Source: an optimization exercise on an open RTL-to-GDS flow (aim: small area). Production flows keep margins and buffers that such runs may drop.
The RTL was checked by simulation tests, not by an equivalence proof against the original design.
Power figures rest on the tool's default switching activity, not on a simulated workload.

## rvCore
module rvCore (
	input logic clk,
	input logic reset_,
	input logic inValid,
	output logic inReady,
	input logic [31:0] inPc,
	input logic [31:0] inInst,
	output logic outValid,
	input logic outReady,
	output logic [172:0] outResult
);
Size in the first run: ~3400 cells after synthesis, about 1100 flip-flops, ~240 I/O pins, ~49000 sq um of cells after synthesis.
export LEC_CHECK = 0
export CAP_MARGIN = 0
export CORE_MARGIN = 2
export CORE_UTILIZATION = 45
export GPL_ROUTABILITY_DRIVEN = 0
export PLACE_DENSITY = 0.72
export SETUP_SLACK_MARGIN = 0.2
export SLEW_MARGIN = 0
create_clock -name core_clock -period 10.0 [get_ports {clk}]
standard.sh (not shown) runs the stock make flow with config.mk's settings and CLKGATE_MAP_FILE= SYNTH_SCRIPT=/design/flow/synth_recipe.tcl, a recipe that flattens the netlist after the stock synthesis.
==> flow/flow/run.sh <==
#!/bin/bash
# Standard layout with three changes: synthesis's ABC mapping runs for area instead of
# speed, ports get the smallest buffer, and clock tree synthesis uses larger sink clusters
# without dummy loads. Synthesis is synth_recipe.tcl unchanged apart from the ABC script, so
# the registers (names, count, cell types) are those of the standard synthesis.
set -uo pipefail
W=$(pwd)
F=$W/flow
cat > "$W/area_synth.tcl" <<TCL
proc abc {args} {
  set i [lsearch -exact \$args -script]
  if {\$i >= 0} { lset args [expr {\$i + 1}] $F/area.abc }
  yosys abc {*}\$args
}
source $W/synth_recipe.tcl
TCL
bash "$W/standard.sh" "SYNTH_SCRIPT=$W/area_synth.tcl" \
  "BUFFER_PORTS_ARGS=-buffer_cell sky130_fd_sc_hd__buf_1" \
  "CTS_ARGS=-sink_clustering_enable -repair_clock_nets -dont_use_dummy_load -sink_clustering_size 30 -sink_clustering_max_diameter 80 -buf_list {sky130_fd_sc_hd__clkbuf_8 sky130_fd_sc_hd__clkbuf_16}" \
  finish > "$W/flow_make.log" 2>&1
==> flow/flow/area.abc <==
strash
&get -n
&st
&dch
&nf -R 1000
&put
topo
The starting point went through all stages and came out clean.
Then changed:
--- a/flow/flow/run.sh
+++ b/flow/flow/run.sh
@@ -17,4 +17,4 @@
 bash "$W/standard.sh" "SYNTH_SCRIPT=$W/area_synth.tcl" \
   "BUFFER_PORTS_ARGS=-buffer_cell sky130_fd_sc_hd__buf_1" \
-  "CTS_ARGS=-sink_clustering_enable -repair_clock_nets -dont_use_dummy_load -sink_clustering_size 30 -sink_clustering_max_diameter 80 -buf_list {sky130_fd_sc_hd__clkbuf_8 sky130_fd_sc_hd__clkbuf_16}" \
+  "CTS_ARGS=-sink_clustering_enable -repair_clock_nets -dont_use_dummy_load -sink_clustering_size 24 -sink_clustering_max_diameter 70 -buf_list {sky130_fd_sc_hd__clkbuf_8 sky130_fd_sc_hd__clkbuf_16}" \
   finish > "$W/flow_make.log" 2>&1
Settings changed: GPL_ROUTABILITY_DRIVEN 0 to not set, PLACE_DENSITY 0.72 to not set.
Outcome: The new run completed without violations. Via count falls by 0.48%. Sequential share of layout area falls by 0.83 points. Non-clock buffer count rises by 35. Clock skew falls by 0.025 ns. Setup slack loses 0.21 ns. Die area is unchanged. First-iteration DRC count falls by 14%. Sequential power stays flat.
Then changed:
--- a/flow/flow/run.sh
+++ b/flow/flow/run.sh
@@ -17,4 +17,4 @@
 bash "$W/standard.sh" "SYNTH_SCRIPT=$W/area_synth.tcl" \
   "BUFFER_PORTS_ARGS=-buffer_cell sky130_fd_sc_hd__buf_1" \
-  "CTS_ARGS=-sink_clustering_enable -repair_clock_nets -dont_use_dummy_load -sink_clustering_size 24 -sink_clustering_max_diameter 70 -buf_list {sky130_fd_sc_hd__clkbuf_8 sky130_fd_sc_hd__clkbuf_16}" \
+  "CTS_ARGS=-sink_clustering_enable -repair_clock_nets -dont_use_dummy_load -sink_clustering_size 30 -sink_clustering_max_diameter 80 -buf_list {sky130_fd_sc_hd__clkbuf_8 sky130_fd_sc_hd__clkbuf_16}" \
   finish > "$W/flow_make.log" 2>&1
Effect: Global-route usage goes down by 0.14 points. Register-to-register slack improves by 0.21 ns. Worst setup slack improves by 0.12 ns. Core utilization goes down by 0.47 points. Hold slack improves by 0.0086 ns. Combinational power is about the same. Power goes down by 4.4%.
Then changed:
Settings changed: CORE_UTILIZATION 45 to 50, PLACE_DENSITY set to 0.72, SETUP_SLACK_MARGIN 0.2 to 0.15.
What happened:
- global-route usage went up by 2.5 points
- synthesized cell count is unchanged
- final area went down slightly
- via count barely changes
- register-to-register slack barely changes
- setup slack gains 0.0063 ns
- power hardly moves

---

job 241:
rvCore again, from the RTL that the note above started with.
==> flow/config.mk <==
export PLATFORM = sky130hd
export DESIGN_NAME = rvCore
export DESIGN_NICKNAME = rvCore
export VERILOG_FILES = /design/flow/design.v
export SDC_FILE = /design/flow/constraint.sdc
export NUM_CORES = 4
export LEC_CHECK = 0
export CAP_MARGIN = 0
export CORE_MARGIN = 2
export CORE_UTILIZATION = 50
export GPL_ROUTABILITY_DRIVEN = 0
export PLACE_DENSITY = 0.72
export SETUP_SLACK_MARGIN = 0.15
export SLEW_MARGIN = 0
==> flow/constraint.sdc <==
create_clock -name core_clock -period 10.0 [get_ports {clk}]
set_input_delay 2.0000 -clock core_clock [delete_from_list [all_inputs] [get_ports {clk}]]
set_output_delay 2.0000 -clock core_clock [all_outputs]
set_load 0.01 [all_outputs]
==> flow/flow/run.sh <==
#!/bin/bash
# Standard layout with three changes: synthesis's ABC mapping runs for area instead of
# speed, ports get the smallest buffer, and clock tree synthesis uses larger sink clusters
# without dummy loads. Synthesis is synth_recipe.tcl unchanged apart from the ABC script, so
# the registers (names, count, cell types) are those of the standard synthesis.
set -uo pipefail
W=$(pwd)
F=$W/flow
cat > "$W/area_synth.tcl" <<TCL
proc abc {args} {
  set i [lsearch -exact \$args -script]
  if {\$i >= 0} { lset args [expr {\$i + 1}] $F/area.abc }
  yosys abc {*}\$args
}
source $W/synth_recipe.tcl
TCL
bash "$W/standard.sh" "SYNTH_SCRIPT=$W/area_synth.tcl" \
  "BUFFER_PORTS_ARGS=-buffer_cell sky130_fd_sc_hd__buf_1" \
  "CTS_ARGS=-sink_clustering_enable -repair_clock_nets -dont_use_dummy_load -sink_clustering_size 30 -sink_clustering_max_diameter 80 -buf_list {sky130_fd_sc_hd__clkbuf_8 sky130_fd_sc_hd__clkbuf_16}" \
  finish > "$W/flow_make.log" 2>&1
Scripts as last shown in full above: flow/flow/area.abc
Edits applied to the flow inputs when going from job 241 to job 5736:
Settings: CORE_UTILIZATION now 45, was 50.
Findings:
For job 5736, the worst setup path startpoint was instR[22]$_DFFE_PP_, unlike job 241, where it was instR[20]$_DFFE_PP_. Job 5736 against job 241: fraction of final layout cells with drive strength greater than 1 decreased 0.29 points; pre-CTS worst setup slack essentially unchanged. Any difference in instance area after placement between job 241 and job 5736 is small enough to ignore. Compared to job 241, job 5736 has core utilization 5.6 points lower.
--- input diff job 5736..job 5882 ---
Settings: GPL_ROUTABILITY_DRIVEN no longer set, was 0; CORE_UTILIZATION now 50, was 45; SETUP_SLACK_MARGIN now 0.2, was 0.15; PLACE_DENSITY no longer set, was 0.72.
### Flow results
Comparing setup slack on the worst flop-to-flop path for job 5736 and job 5882, the bigger number came from job 5882.
Re wire length reported by the detailed router: job 5736 and job 5882 aren't equal, and the higher value belongs to job 5882.
From job 5736 to job 5882 the numbers moved as follows: achievable clock frequency rose by about 1.5%, HPWL reported at the end of detailed placement rose by 13%, post-placement worst setup slack fell by 0.23 ns, worst-case setup margin in the final layout rose by 0.14 ns, power rose by 1.5%.
[inputs] job 2180 vs job 5882
Settings: putting PLACE_DENSITY at 0.72 where nothing was set; swapping 50 for 45 in CORE_UTILIZATION.
--- outcome ---
The origin of the worst setup path comes out instR[22]$_DFFE_PP_ in one run and instR[20]$_DFFE_PP_ in the other, namely in job 5882 and job 2180 respectively. Looking only at routed length per instance, and setting everything else aside, the higher value of job 2180 and job 5882 goes to job 5882. Going from job 5882 to job 2180, the via count was found to have gone down by about 1.5%. [compare] base=job 5882 new=job 2180: slew at the pin closest to its max-slew limit now smaller, area of placed instances now larger. Looking at cell count across job 2180 and job 5882, the one that comes out higher is job 2180. Between job 2180 and job 5882, the difference in register-to-register setup slack is negligible.
Here is what was changed in the inputs of job 9109 compared with job 2180.
Settings: swapping 0.72 for 0.85 in PLACE_DENSITY.
Going from job 2180 to job 9109, sequential share of layout area shrinks by 0.17 points. From job 2180 to job 9109 the numbers moved as follows: relative area change from synthesis to final layout went up 0.34 points; final critical-path setup slack now sits lower; final total power shows an increase of about 0.9%; cell area has remained practically unchanged; part of the cycle the worst path needs rose 0.68 points. Job 9109 ran to completion and came out clean on the timing, design-rule and antenna checks. The cell type of the slowest stage on the worst timing path comes out sky130_fd_sc_hd__edfxtp_1 in one run and sky130_fd_sc_hd__o21ai_2 in the other, namely in job 2180 and job 9109 respectively. Job 9109 vs job 2180: actual transition at the worst max-transition pin down in job 9109.

==> re-timing with driven ports <==
The flow's constraints put no driver on any port. The routed layouts listed below were extracted and timed again, unchanged, in two steps.
Step 1 (the two cells are an assumption about what drives the block):
set clk [get_ports {clk}]
set_driving_cell -lib_cell sky130_fd_sc_hd__clkbuf_16 $clk
set_driving_cell -lib_cell sky130_fd_sc_hd__buf_2 [delete_from_list [all_inputs] $clk]
Step 2 times the ports against the registers' clock, not the clock port: input delays grow and output delays shrink by t, the midpoint of the rising clock arrivals with the driver on.
a / b / c = ideal ports / drivers / drivers and shift; a / b = the first two.
run	t, ns	setup slack, ns	worst hold slack (ns)	slew at the worst register clock pin (ns)	pins driven straight from the clock port
the first run of note 1	0.717	0.430 / 0.363 / 1.080	0.517 / 0.517 / 0.517	0.12 / 0.12	1
the second run of note 1	0.718	0.219 / 0.146 / 0.863	0.508 / 0.508 / 0.508	0.10 / 0.10	1
the third run of note 1	0.733	0.341 / 0.263 / 0.996	0.516 / 0.516 / 0.516	0.12 / 0.12	1
the fourth run of note 1	0.733	0.348 / 0.275 / 1.008	0.522 / 0.522 / 0.522	0.12 / 0.12	1
job 241	0.705	0.320 / 0.252 / 0.957	0.525 / 0.525 / 0.525	0.12 / 0.12	1
job 5736	0.740	0.306 / 0.227 / 0.967	0.521 / 0.521 / 0.521	0.11 / 0.11	1
job 5882	0.711	0.450 / 0.382 / 1.093	0.528 / 0.528 / 0.528	0.12 / 0.12	1
job 2180	0.721	0.484 / 0.410 / 1.130	0.510 / 0.510 / 0.510	0.12 / 0.12	1
job 9109	0.714	0.417 / 0.340 / 1.054	0.536 / 0.536 / 0.536	0.12 / 0.12	1
After both steps setup and hold are still met in every run listed.
